Background: an optimization exercise with open tools, aiming at small area. Do not read the settings as production practice.
In this exercise RTL edits were held to simulation tests only and were not proved equivalent to the original.
Power is estimated from default activity; no workload was simulated.

==> run a: inputs <==
==> flow/design.v <==
package wb_register_file_pkg;
  localparam int WB_DATA_W    = 32;
  localparam int WB_SEL_W     = 5;
  localparam int WB_REG_COUNT = 32;
  localparam int WB_ZERO_IDX  = 0;
endpackage
module wb_read_port
#(
  parameter int DATA_W = wb_register_file_pkg::WB_DATA_W,
  parameter int SEL_W  = wb_register_file_pkg::WB_SEL_W
) (
  input  logic              clk,
  input  logic              rst,
  input  logic [SEL_W-1:0]  rd_sel_i,
  input  logic [DATA_W-1:0] rd_stored_i,
  input  logic              wr_en_i,
  input  logic [SEL_W-1:0]  wr_sel_i,
  input  logic [DATA_W-1:0] wr_data_i,
  output logic [DATA_W-1:0] rd_data_o
);
  logic [DATA_W-1:0] rd_data_d;
  logic [DATA_W-1:0] rd_data_q;
  logic              sel_is_zero;
  logic              bypass_hit;
  assign sel_is_zero = (rd_sel_i == SEL_W'(wb_register_file_pkg::WB_ZERO_IDX));
  assign bypass_hit  = wr_en_i && !sel_is_zero && (wr_sel_i == rd_sel_i);
  always_comb begin
    rd_data_d = rd_stored_i;
    if (sel_is_zero) begin
      rd_data_d = '0;
    end else if (bypass_hit) begin
      rd_data_d = wr_data_i;
    end
  end
  always_ff @(posedge clk) begin
    if (rst) begin
      rd_data_q <= '0;
    end else begin
      rd_data_q <= rd_data_d;
    end
  end
  assign rd_data_o = rd_data_q;
endmodule
module wb_register_file
#(
  parameter int DATA_W    = wb_register_file_pkg::WB_DATA_W,
  parameter int SEL_W     = wb_register_file_pkg::WB_SEL_W,
  parameter int REG_COUNT = wb_register_file_pkg::WB_REG_COUNT
) (
  input  logic              clk,
  input  logic              rst,
  input  logic [DATA_W-1:0] S3_WriteData,
  input  logic [SEL_W-1:0]  S3_WriteSelect,
  input  logic              S3_WriteEnable,
  input  logic [SEL_W-1:0]  ReadSelect1,
  input  logic [SEL_W-1:0]  ReadSelect2,
  output logic [DATA_W-1:0] ReadData1,
  output logic [DATA_W-1:0] ReadData2
);
  logic [DATA_W-1:0] regs_q [REG_COUNT];
  logic              wr_fire;
  assign wr_fire = S3_WriteEnable && (S3_WriteSelect != SEL_W'(wb_register_file_pkg::WB_ZERO_IDX));
  always_ff @(posedge clk) begin
    if (rst) begin
      for (int i = 0; i < REG_COUNT; i++) begin
        regs_q[i] <= '0;
      end
    end else if (wr_fire) begin
      regs_q[S3_WriteSelect] <= S3_WriteData;
    end
  end
  wb_read_port #(
    .DATA_W (DATA_W),
    .SEL_W  (SEL_W)
  ) u_read_port1 (
    .clk         (clk),
    .rst         (rst),
    .rd_sel_i    (ReadSelect1),
    .rd_stored_i (regs_q[ReadSelect1]),
    .wr_en_i     (S3_WriteEnable),
    .wr_sel_i    (S3_WriteSelect),
    .wr_data_i   (S3_WriteData),
    .rd_data_o   (ReadData1)
  );
  wb_read_port #(
    .DATA_W (DATA_W),
    .SEL_W  (SEL_W)
  ) u_read_port2 (
    .clk         (clk),
    .rst         (rst),
    .rd_sel_i    (ReadSelect2),
    .rd_stored_i (regs_q[ReadSelect2]),
    .wr_en_i     (S3_WriteEnable),
    .wr_sel_i    (S3_WriteSelect),
    .wr_data_i   (S3_WriteData),
    .rd_data_o   (ReadData2)
  );
endmodule
==> flow/run.sh <==
#!/bin/bash
# synth_recipe.tcl (not shown) runs the flow's synth.tcl, then flattens the netlist and writes it again
# the make line also repeats each setting of config.mk as NAME=value (left out here)
make -C /OpenROAD-flow-scripts/flow DESIGN_CONFIG=/design/flow/config.mk WORK_HOME=/design/flow/orfs CLKGATE_MAP_FILE= SYNTH_SCRIPT=/design/flow/synth_recipe.tcl finish
==> flow/config.mk <==
export PLATFORM = sky130hd
export DESIGN_NAME = wb_register_file
export DESIGN_NICKNAME = wb_register_file
export VERILOG_FILES = /design/flow/design.v
export SDC_FILE = /design/flow/constraint.sdc
export NUM_CORES = 4
export LEC_CHECK = 0
export CAP_MARGIN = 20
export CORE_MARGIN = 2
export CORE_UTILIZATION = 40
export SLEW_MARGIN = 20
==> flow/constraint.sdc <==
create_clock -name core_clock -period 5.0 [get_ports {clk}]
set_input_delay 1.0000 -clock core_clock [delete_from_list [all_inputs] [get_ports {clk}]]
set_output_delay 1.0000 -clock core_clock [all_outputs]
set_load 0.01 [all_outputs]
==> run b (differences from run a) <==
==> flow/design.v (replaced) <==
package wb_register_file_pkg;
  localparam int WB_DATA_W    = 32;
  localparam int WB_SEL_W     = 5;
  localparam int WB_REG_COUNT = 32;
  localparam int WB_ZERO_IDX  = 0;
endpackage
module wb_hold_bit (
  input  logic q_i,
  input  logic hold_i,
  input  logic wr_i,
  input  logic d_i,
  output logic d_o
);
  assign d_o = (q_i & hold_i) | (wr_i & d_i);
endmodule
module wb_aoi222 (
  input  logic a0, b0, a1, b1, a2, b2,
  output logic y_n
);
  assign y_n = ~((a0 & b0) | (a1 & b1) | (a2 & b2));
endmodule
module wb_nand
#(
  parameter int N = 4
) (
  input  logic [N-1:0] a,
  output logic         y
);
  assign y = ~&a;
endmodule
module wb_or
#(
  parameter int N = 3
) (
  input  logic [N-1:0] a,
  output logic         y
);
  assign y = |a;
endmodule
module wb_read_bit (
  input  logic [30:0] sel_i,
  input  logic [30:0] data_i,
  output logic        bit_o
);
  logic [9:0] g_n;
  logic       t_n;
  logic [2:0] p;
  for (genvar g = 0; g < 10; g++) begin : g_aoi
    wb_aoi222 u_aoi (
      .a0 (sel_i[3*g]),   .b0 (data_i[3*g]),
      .a1 (sel_i[3*g+1]), .b1 (data_i[3*g+1]),
      .a2 (sel_i[3*g+2]), .b2 (data_i[3*g+2]),
      .y_n(g_n[g])
    );
  end
  wb_nand #(.N(2)) u_t   (.a ({sel_i[30], data_i[30]}), .y (t_n));
  wb_nand #(.N(4)) u_p0  (.a (g_n[3:0]),                .y (p[0]));
  wb_nand #(.N(4)) u_p1  (.a (g_n[7:4]),                .y (p[1]));
  wb_nand #(.N(3)) u_p2  (.a ({t_n, g_n[9:8]}),         .y (p[2]));
  wb_or   #(.N(3)) u_out (.a (p),                       .y (bit_o));
endmodule
module wb_read_port
#(
  parameter int DATA_W    = wb_register_file_pkg::WB_DATA_W,
  parameter int SEL_W     = wb_register_file_pkg::WB_SEL_W,
  parameter int REG_COUNT = wb_register_file_pkg::WB_REG_COUNT
) (
  input  logic                            clk,
  input  logic [SEL_W-1:0]                rd_sel_i,
  input  logic [(REG_COUNT-1)*DATA_W-1:0] regs_i,
  output logic [DATA_W-1:0]               rd_data_o
);
  logic [SEL_W-1:0]     rd_sel_q;
  logic [REG_COUNT-1:1] onehot;
  always_ff @(posedge clk) begin
    rd_sel_q <= rd_sel_i;
  end
  always_comb begin
    for (int i = 1; i < REG_COUNT; i++) begin
      onehot[i] = (rd_sel_q == SEL_W'(i));
    end
  end
  for (genvar b = 0; b < DATA_W; b++) begin : g_bit
    logic [REG_COUNT-2:0] col;
    for (genvar i = 1; i < REG_COUNT; i++) begin : g_col
      assign col[i-1] = regs_i[(i-1)*DATA_W + b];
    end
    wb_read_bit u_bit (
      .sel_i  (onehot),
      .data_i (col),
      .bit_o  (rd_data_o[b])
    );
  end
endmodule
module wb_register_file
#(
  parameter int DATA_W    = wb_register_file_pkg::WB_DATA_W,
  parameter int SEL_W     = wb_register_file_pkg::WB_SEL_W,
  parameter int REG_COUNT = wb_register_file_pkg::WB_REG_COUNT
) (
  input  logic              clk,
  input  logic              rst,
  input  logic [DATA_W-1:0] S3_WriteData,
  input  logic [SEL_W-1:0]  S3_WriteSelect,
  input  logic              S3_WriteEnable,
  input  logic [SEL_W-1:0]  ReadSelect1,
  input  logic [SEL_W-1:0]  ReadSelect2,
  output logic [DATA_W-1:0] ReadData1,
  output logic [DATA_W-1:0] ReadData2
);
  logic [(REG_COUNT-1)*DATA_W-1:0] regs_q;
  logic [(REG_COUNT-1)*DATA_W-1:0] regs_d;
  logic [DATA_W-1:0]               wr_data;
  logic [REG_COUNT-1:1]            row_wr;
  logic [REG_COUNT-1:1]            row_hold;
  assign wr_data = rst ? '0 : S3_WriteData;
  always_comb begin
    for (int i = 1; i < REG_COUNT; i++) begin
      row_wr[i]   = rst || (S3_WriteEnable && (S3_WriteSelect == SEL_W'(i)));
      row_hold[i] = !row_wr[i];
    end
  end
  for (genvar i = 1; i < REG_COUNT; i++) begin : g_row
    for (genvar b = 0; b < DATA_W; b++) begin : g_bit
      wb_hold_bit u_hold (
        .q_i    (regs_q[(i-1)*DATA_W + b]),
        .hold_i (row_hold[i]),
        .wr_i   (row_wr[i]),
        .d_i    (wr_data[b]),
        .d_o    (regs_d[(i-1)*DATA_W + b])
      );
    end
  end
  always_ff @(posedge clk) begin
    regs_q <= regs_d;
  end
  wb_read_port #(
    .DATA_W    (DATA_W),
    .SEL_W     (SEL_W),
    .REG_COUNT (REG_COUNT)
  ) u_read_port1 (
    .clk       (clk),
    .rd_sel_i  (ReadSelect1),
    .regs_i    (regs_q),
    .rd_data_o (ReadData1)
  );
  wb_read_port #(
    .DATA_W    (DATA_W),
    .SEL_W     (SEL_W),
    .REG_COUNT (REG_COUNT)
  ) u_read_port2 (
    .clk       (clk),
    .rd_sel_i  (ReadSelect2),
    .regs_i    (regs_q),
    .rd_data_o (ReadData2)
  );
endmodule
CORE_UTILIZATION = 70   (was 40)
CTS_BUF_LIST = sky130_fd_sc_hd__clkbuf_16   (was unset)
CTS_CLUSTER_DIAMETER = 80   (was unset)
CTS_CLUSTER_SIZE = 30   (was unset)
SYNTH_HIERARCHICAL = 1   (was unset)
==> results.txt <==
Run b finished but failed the layout checks on setup timing. Run a ran to the end with no violations.
Of run a and run b, run a has the higher hold slack (gap 380 ps).
Between run b and run a, the lower synthesized cell count is in run b (gap about 20%, measured against run a).
Between run b and run a, the lower first-iteration DRC count is in run a (gap 120%, measured against run a).
Clock power: run a is higher than run b (110%).
Non-clock buffer count: run a is higher than run b (18).
Against run b, the clock skew of run a is higher by 20 ps.
In run b the power is smaller than in run a, by 29%.
Against run a, the maximum frequency of run b is lower by about 30%.
In run a the sequential cell count is higher than in run b, by 86.
Between run b and run a, the lower sequential power is in run b (gap about 10%, measured against run a).
==> figures <==
item	run a	run b
Result of the run	timing/DRC/antenna clean	finished with violations
Violated checks	-	setup timing
Half-perimeter wire length after detailed placement	117000 µm	96400 µm
Number of non-clock inverters	5	0
Number of CTS-inserted buffers	116	41
Pin count of the biggest net entering global routing	78	72
All-Layer GR Usage	27.2%	57.8%
Maximum cell stage delay along the critical path	740 ps	660 ps
Taps Inserted	1890	696
WL final	199000 µm	172000 µm
Most common library cell in the layout ignoring fill and taps	sky130_fd_sc_hd__edfxtp_1	sky130_fd_sc_hd__dfxtp_1
Nonclk buf count	301	283
Netlist cell types	43	30
Routed WL per cell	32.9 µm	41.0 µm
Worst Min Path Start	regs_q[30][5]$_SDFFCE_PN0P_	regs_q[76]$_DFF_P_
Mean post-synth cell area	14.0 µm²	12.0 µm²
Clock buffer cells	162	41
Multi-input logic portion of the cell area	36.1%	43.2%
Number of antenna violations at the first check in global routing	15	11
Share of the final layout cell area in sequential cells	49.6%	46.2%
Area of the multi-input gates	23300 µm²	18800 µm²
Setup slack of the worst register-to-register path	2950 ps	4250 ps

========
==> inputs of v3 <==
Another version of the RTL of wb_register_file (not shown whole).
==> module wb_hold_col, before the edit <==
module wb_hold_col
#(
  parameter int N = 31
) (
  input  logic [N-1:0] q_i,
  input  logic [N-1:0] hold_i,
  input  logic [N-1:0] wr_i,
  input  logic [N-1:0] d_i,
  output logic [N-1:0] d_o
);
  assign d_o = (q_i & hold_i) | (wr_i & d_i);
endmodule
==> module wb_aoi222_x10, before the edit <==
module wb_aoi222_x10 (
  input  logic [29:0] s_i,
  input  logic [29:0] d_i,
  output logic [9:0]  y_n
);
  for (genvar g = 0; g < 10; g++) begin : g_aoi
    assign y_n[g] = ~((s_i[3*g] & d_i[3*g]) | (s_i[3*g+1] & d_i[3*g+1]) |
                      (s_i[3*g+2] & d_i[3*g+2]));
  end
endmodule
==> module wb_and3, before the edit <==
module wb_and3 (
  input  logic a,
  input  logic b,
  input  logic c,
  output logic y
);
  assign y = a & b & c;
endmodule
==> module wb_read_bit, before the edit <==
module wb_read_bit (
  input  logic [30:0] sel_i,
  input  logic [30:0] data_i,
  output logic        bit_o
);
  logic [9:0] g_n;
  logic       t_n;
  logic [2:0] p;
  wb_aoi222_x10 u_aoi (.s_i (sel_i[29:0]), .d_i (data_i[29:0]), .y_n (g_n));
  wb_nand #(.N(2)) u_t   (.a ({sel_i[30], data_i[30]}), .y (t_n));
  wb_nand #(.N(4)) u_p0  (.a (g_n[3:0]),                .y (p[0]));
  wb_nand #(.N(4)) u_p1  (.a (g_n[7:4]),                .y (p[1]));
  wb_nand #(.N(3)) u_p2  (.a ({t_n, g_n[9:8]}),         .y (p[2]));
  wb_or   #(.N(3)) u_out (.a (p),                       .y (bit_o));
endmodule
==> module wb_read_port, before the edit <==
module wb_read_port
#(
  parameter int SEL_W     = wb_register_file_pkg::WB_SEL_W,
  parameter int REG_COUNT = wb_register_file_pkg::WB_REG_COUNT
) (
  input  logic                 clk,
  input  logic [SEL_W-1:0]     rd_sel_i,
  output logic [REG_COUNT-2:0] onehot_o
);
  logic [SEL_W-1:0] rd_sel_q;
  logic [3:0]       sel_lo;
  logic [7:0]       sel_hi;
  always_ff @(posedge clk) begin
    rd_sel_q <= rd_sel_i;
  end
  for (genvar k = 0; k < 4; k++) begin : g_lo
    assign sel_lo[k] = (rd_sel_q[1:0] == 2'(k));
  end
  for (genvar j = 0; j < 8; j++) begin : g_hi
    assign sel_hi[j] = (rd_sel_q[4:2] == 3'(j));
  end
  for (genvar i = 1; i < REG_COUNT; i++) begin : g_sel
    wb_and2 u_sel (.a (sel_hi[i/4]), .b (sel_lo[i%4]), .y (onehot_o[i-1]));
  end
endmodule
==> module wb_register_file, before the edit <==
module wb_register_file
#(
  parameter int DATA_W    = wb_register_file_pkg::WB_DATA_W,
  parameter int SEL_W     = wb_register_file_pkg::WB_SEL_W,
  parameter int REG_COUNT = wb_register_file_pkg::WB_REG_COUNT
) (
  input  logic              clk,
  input  logic              rst,
  input  logic [DATA_W-1:0] S3_WriteData,
  input  logic [SEL_W-1:0]  S3_WriteSelect,
  input  logic              S3_WriteEnable,
  input  logic [SEL_W-1:0]  ReadSelect1,
  input  logic [SEL_W-1:0]  ReadSelect2,
  output logic [DATA_W-1:0] ReadData1,
  output logic [DATA_W-1:0] ReadData2
);
  logic [REG_COUNT-1:1]  row_wr;
  logic [REG_COUNT-1:1]  row_hold;
  logic                  rst_n;
  logic [3:0]            wr_lo, wr_lo_n;
  logic [7:0]            wr_hi, wr_hi_n;
  logic [REG_COUNT-2:0]  sel1, sel2;
  assign rst_n = !rst;
  for (genvar k = 0; k < 4; k++) begin : g_lo
    assign wr_lo[k]   = S3_WriteEnable && (S3_WriteSelect[1:0] == 2'(k));
    assign wr_lo_n[k] = !wr_lo[k];
  end
  for (genvar j = 0; j < 8; j++) begin : g_hi
    assign wr_hi[j]   = (S3_WriteSelect[4:2] == 3'(j));
    assign wr_hi_n[j] = !wr_hi[j];
  end
  for (genvar i = 1; i < REG_COUNT; i++) begin : g_row
    wb_and3 u_wr   (.a (wr_hi[i/4]),   .b (wr_lo[i%4]),   .c (rst_n), .y (row_wr[i]));
    wb_o21a u_hold (.a (wr_hi_n[i/4]), .b (wr_lo_n[i%4]), .c (rst_n), .y (row_hold[i]));
  end
  wb_read_port #(
    .SEL_W     (SEL_W),
    .REG_COUNT (REG_COUNT)
  ) u_read_port1 (
    .clk      (clk),
    .rd_sel_i (ReadSelect1),
    .onehot_o (sel1)
  );
  wb_read_port #(
    .SEL_W     (SEL_W),
    .REG_COUNT (REG_COUNT)
  ) u_read_port2 (
    .clk      (clk),
    .rd_sel_i (ReadSelect2),
    .onehot_o (sel2)
  );
  for (genvar b = 0; b < DATA_W; b++) begin : g_col
    logic [REG_COUNT-2:0] q;
    logic [REG_COUNT-2:0] d;
    wb_hold_col #(.N(REG_COUNT-1)) u_hold (
      .q_i    (q),
      .hold_i (row_hold),
      .wr_i   (row_wr),
      .d_i    ({(REG_COUNT-1){S3_WriteData[b]}}),
      .d_o    (d)
    );
    always_ff @(posedge clk) begin
      q <= d;
    end
    wb_read_bit u_rd1 (.sel_i (sel1), .data_i (q), .bit_o (ReadData1[b]));
    wb_read_bit u_rd2 (.sel_i (sel2), .data_i (q), .bit_o (ReadData2[b]));
  end
endmodule
Settings: LEC_CHECK=0, CAP_MARGIN=20, CORE_MARGIN=2, CORE_UTILIZATION=55, SLEW_MARGIN=20, SYNTH_HIERARCHICAL=1; clock period 5.0 ns.
standard.sh (not shown) runs the stock make flow with config.mk's settings and CLKGATE_MAP_FILE= SYNTH_SCRIPT=/design/flow/synth_recipe.tcl, a recipe that flattens the netlist after the stock synthesis.
==> flow/flow/run.sh <==
#!/bin/bash
# The standard ORFS layout (standard.sh, with the standard synthesis), with
# three changes:
#  - input and output ports get sky130_fd_sc_hd__buf_1 port buffers;
#  - before global placement, flow/presize.tcl upsizes the gates that drive
#    the long row, column and select lines, so that they need no buffer trees;
#  - CTS uses clusters of up to 30 flip-flops on clkbuf_16 leaf buffers,
#    without dummy loads.
# The whole make output goes to flow_make.log; ORFS's per-step logs are under
# orfs/logs/.
set -euo pipefail
cd "$(dirname "${BASH_SOURCE[0]}")/.."
export BUFFER_PORTS_ARGS="-buffer_cell sky130_fd_sc_hd__buf_1"
export PRE_GLOBAL_PLACE_TCL="$PWD/flow/presize.tcl"
export CTS_ARGS="-sink_clustering_enable -repair_clock_nets -buf_list sky130_fd_sc_hd__clkbuf_16 -sink_clustering_size 30 -sink_clustering_max_diameter 80 -dont_use_dummy_load"
bash standard.sh finish > flow_make.log 2>&1
==> flow/flow/presize.tcl <==
# Upsize the single-strength AND/AO/OA gates that drive the register file's
# long row, column and select lines, instead of buffering those lines.
set nsized 0
foreach net [[ord::get_db_block] getNets] {
  set iterms [$net getITerms]
  if {[llength $iterms] < 17} { continue }
  foreach it $iterms {
    if {![$it isOutputSignal]} { continue }
    set inst [$it getInst]
    set m [[$inst getMaster] getName]
    if {[regexp {^(sky130_fd_sc_hd__(and2|and3|o21a))_[01]$} $m -> base]} {
      set size [expr {$base eq "sky130_fd_sc_hd__and2" ? 4 : 2}]
      replace_cell [$inst getName] ${base}_$size
      incr nsized
    }
  }
}
puts "presize: upsized $nsized line drivers"
==> v15 (differences from v3) <==
==> flow/design.v, changed modules only <==
module wb_hold_bit (
  input  logic q_i,
  input  logic hold_i,
  input  logic wr_i,
  input  logic d_i,
  output logic d_o
);
  assign d_o = (q_i & hold_i) | (wr_i & d_i);
endmodule
module wb_aoi222 (
  input  logic a0, b0, a1, b1, a2, b2,
  output logic y_n
);
  assign y_n = ~((a0 & b0) | (a1 & b1) | (a2 & b2));
endmodule
module wb_a21o (
  input  logic a,
  input  logic b,
  input  logic c,
  output logic y
);
  assign y = (a & b) | c;
endmodule
module wb_read_bit (
  input  logic [30:0] sel_i,
  input  logic [30:0] data_i,
  output logic        bit_o
);
  logic [9:0] g_n;
  logic       t_n;
  logic [2:0] p;
  for (genvar g = 0; g < 10; g++) begin : g_aoi
    wb_aoi222 u_aoi (
      .a0 (sel_i[3*g]),   .b0 (data_i[3*g]),
      .a1 (sel_i[3*g+1]), .b1 (data_i[3*g+1]),
      .a2 (sel_i[3*g+2]), .b2 (data_i[3*g+2]),
      .y_n(g_n[g])
    );
  end
  wb_nand #(.N(2)) u_t   (.a ({sel_i[30], data_i[30]}), .y (t_n));
  wb_nand #(.N(4)) u_p0  (.a (g_n[3:0]),                .y (p[0]));
  wb_nand #(.N(4)) u_p1  (.a (g_n[7:4]),                .y (p[1]));
  wb_nand #(.N(3)) u_p2  (.a ({t_n, g_n[9:8]}),         .y (p[2]));
  wb_or   #(.N(3)) u_out (.a (p),                       .y (bit_o));
endmodule
module wb_read_port
#(
  parameter int DATA_W    = wb_register_file_pkg::WB_DATA_W,
  parameter int SEL_W     = wb_register_file_pkg::WB_SEL_W,
  parameter int REG_COUNT = wb_register_file_pkg::WB_REG_COUNT
) (
  input  logic                            clk,
  input  logic [SEL_W-1:0]                rd_sel_i,
  input  logic [(REG_COUNT-1)*DATA_W-1:0] regs_i,
  output logic [DATA_W-1:0]               rd_data_o
);
  logic [SEL_W-1:0]     rd_sel_q;
  logic [3:0]           sel_lo;
  logic [7:0]           sel_hi;
  logic [REG_COUNT-1:1] onehot;
  always_ff @(posedge clk) begin
    rd_sel_q <= rd_sel_i;
  end
  for (genvar k = 0; k < 4; k++) begin : g_lo
    assign sel_lo[k] = (rd_sel_q[1:0] == 2'(k));
  end
  for (genvar j = 0; j < 8; j++) begin : g_hi
    assign sel_hi[j] = (rd_sel_q[4:2] == 3'(j));
  end
  for (genvar i = 1; i < REG_COUNT; i++) begin : g_sel
    wb_and2 u_sel (.a (sel_hi[i/4]), .b (sel_lo[i%4]), .y (onehot[i]));
  end
  for (genvar b = 0; b < DATA_W; b++) begin : g_bit
    logic [REG_COUNT-2:0] col;
    for (genvar i = 1; i < REG_COUNT; i++) begin : g_col
      assign col[i-1] = regs_i[(i-1)*DATA_W + b];
    end
    wb_read_bit u_bit (
      .sel_i  (onehot),
      .data_i (col),
      .bit_o  (rd_data_o[b])
    );
  end
endmodule
module wb_register_file
#(
  parameter int DATA_W    = wb_register_file_pkg::WB_DATA_W,
  parameter int SEL_W     = wb_register_file_pkg::WB_SEL_W,
  parameter int REG_COUNT = wb_register_file_pkg::WB_REG_COUNT
) (
  input  logic              clk,
  input  logic              rst,
  input  logic [DATA_W-1:0] S3_WriteData,
  input  logic [SEL_W-1:0]  S3_WriteSelect,
  input  logic              S3_WriteEnable,
  input  logic [SEL_W-1:0]  ReadSelect1,
  input  logic [SEL_W-1:0]  ReadSelect2,
  output logic [DATA_W-1:0] ReadData1,
  output logic [DATA_W-1:0] ReadData2
);
  logic [(REG_COUNT-1)*DATA_W-1:0] regs_q;
  logic [(REG_COUNT-1)*DATA_W-1:0] regs_d;
  logic [DATA_W-1:0]               wr_data;
  logic [REG_COUNT-1:1]            row_wr;
  logic [REG_COUNT-1:1]            row_hold;
  logic                            rst_n;
  logic [3:0]                      wr_lo, wr_lo_n;
  logic [7:0]                      wr_hi, wr_hi_n;
  assign rst_n = !rst;
  for (genvar k = 0; k < 4; k++) begin : g_lo
    assign wr_lo[k]   = S3_WriteEnable && (S3_WriteSelect[1:0] == 2'(k));
    assign wr_lo_n[k] = !wr_lo[k];
  end
  for (genvar j = 0; j < 8; j++) begin : g_hi
    assign wr_hi[j]   = (S3_WriteSelect[4:2] == 3'(j));
    assign wr_hi_n[j] = !wr_hi[j];
  end
  for (genvar b = 0; b < DATA_W; b++) begin : g_data
    wb_and2 u_data (.a (S3_WriteData[b]), .b (rst_n), .y (wr_data[b]));
  end
  for (genvar i = 1; i < REG_COUNT; i++) begin : g_row
    wb_a21o u_wr   (.a (wr_hi[i/4]),   .b (wr_lo[i%4]),   .c (rst),   .y (row_wr[i]));
    wb_o21a u_hold (.a (wr_hi_n[i/4]), .b (wr_lo_n[i%4]), .c (rst_n), .y (row_hold[i]));
    for (genvar b = 0; b < DATA_W; b++) begin : g_bit
      wb_hold_bit u_hold (
        .q_i    (regs_q[(i-1)*DATA_W + b]),
        .hold_i (row_hold[i]),
        .wr_i   (row_wr[i]),
        .d_i    (wr_data[b]),
        .d_o    (regs_d[(i-1)*DATA_W + b])
      );
    end
  end
  always_ff @(posedge clk) begin
    regs_q <= regs_d;
  end
  wb_read_port #(
    .DATA_W    (DATA_W),
    .SEL_W     (SEL_W),
    .REG_COUNT (REG_COUNT)
  ) u_read_port1 (
    .clk       (clk),
    .rd_sel_i  (ReadSelect1),
    .regs_i    (regs_q),
    .rd_data_o (ReadData1)
  );
  wb_read_port #(
    .DATA_W    (DATA_W),
    .SEL_W     (SEL_W),
    .REG_COUNT (REG_COUNT)
  ) u_read_port2 (
    .clk       (clk),
    .rd_sel_i  (ReadSelect2),
    .regs_i    (regs_q),
    .rd_data_o (ReadData2)
  );
endmodule
// module wb_hold_col removed
// module wb_aoi222_x10 removed
// module wb_and3 removed
--- a/flow/flow/presize.tcl
+++ b/flow/flow/presize.tcl
@@ -9,5 +9,5 @@
     set inst [$it getInst]
     set m [[$inst getMaster] getName]
-    if {[regexp {^(sky130_fd_sc_hd__(and2|and3|o21a))_[01]$} $m -> base]} {
+    if {[regexp {^(sky130_fd_sc_hd__(and2|a21o|o21a))_[01]$} $m -> base]} {
       set size [expr {$base eq "sky130_fd_sc_hd__and2" ? 4 : 2}]
       replace_cell [$inst getName] ${base}_$size
==> results.ini <==
[synth]
yosys.area_share.simple = 0.0709

[critical_path]
worstPathCellList = nor3_1 -> and2_4 -> a222oi_1 -> nand4_1 -> or3_1 -> buf_1
startpoint = u_read_port2.rd_sel_q[3]$_DFF_P_

[cells_and_area]
top_register = g_col.q

[global_route]
grt_pass1_vias = 36300
use_met1 = 0.570

[power]
cellLeakagePower_nw = 14.7

[floorplan]
dieArea_mm2 = 0.0714
core-area_mm2 = 0.0686

[outcome]
outcome = timing/DRC/antenna clean

[hold_path]
hold_class = flop to flop
hp-start = g_col[24].q[30]$_DFF_P_

(the above is from v3)
==> results.ini <==
[outcome]
outcome = timing/DRC/antenna clean

[critical_path]
startpoint = u_read_port2.rd_sel_q[0]$_DFF_P_
worstPathCellList = and2_1 -> and2_4 -> a222oi_1 -> nand4_1 -> or3_1 -> buf_1

[clock_tree]
clock-sinks = 1002

[hold_path]
hp-start = ReadSelect1[0]
hold_class = primary input to flop

[floorplan]
core-area_mm2 = 0.0688
dieArea_mm2 = 0.0719

[synth]
yosys.area_share.simple = 0.0706

[global_route]
use_met1 = 0.583
grt_pass1_vias = 37600

[power]
cellLeakagePower_nw = 15.7

[sta]
period_needed_ns = 4.40

(the above is from v15)

## re-timing with driven ports
No port has a modelled driver above. Below, the same layouts with a new extraction and two added sets of constraints.
Step 1 (the two cells are an assumption about what drives the block):
set clk [get_ports {clk}]
set_driving_cell -lib_cell sky130_fd_sc_hd__clkbuf_16 $clk
set_driving_cell -lib_cell sky130_fd_sc_hd__buf_2 [delete_from_list [all_inputs] $clk]
Step 2 also shifts input and output timing later by t, the mid clock arrival at the registers, as if the neighbouring blocks saw the same clock.
a / b / c = no drivers / after step 1 / after step 2; a / b = the first two.
run	t (ns)	setup slack, ns	worst setup path at the end	slew at the worst register clock pin (ns)
run a	0.796	1.376 / 1.384 / 0.588	input to register	0.07 / 0.07
run b	0.712	-0.111 / -0.176 / 0.535	register to output	0.12 / 0.12
v3	0.704	0.543 / 0.472 / 1.175	register to output	0.12 / 0.12
v15	0.703	0.597 / 0.523 / 1.226	register to output	0.12 / 0.12
The setup slack of run a, which loses most, moves by +0.008 ns with the drivers and by -0.788 ns with both steps.
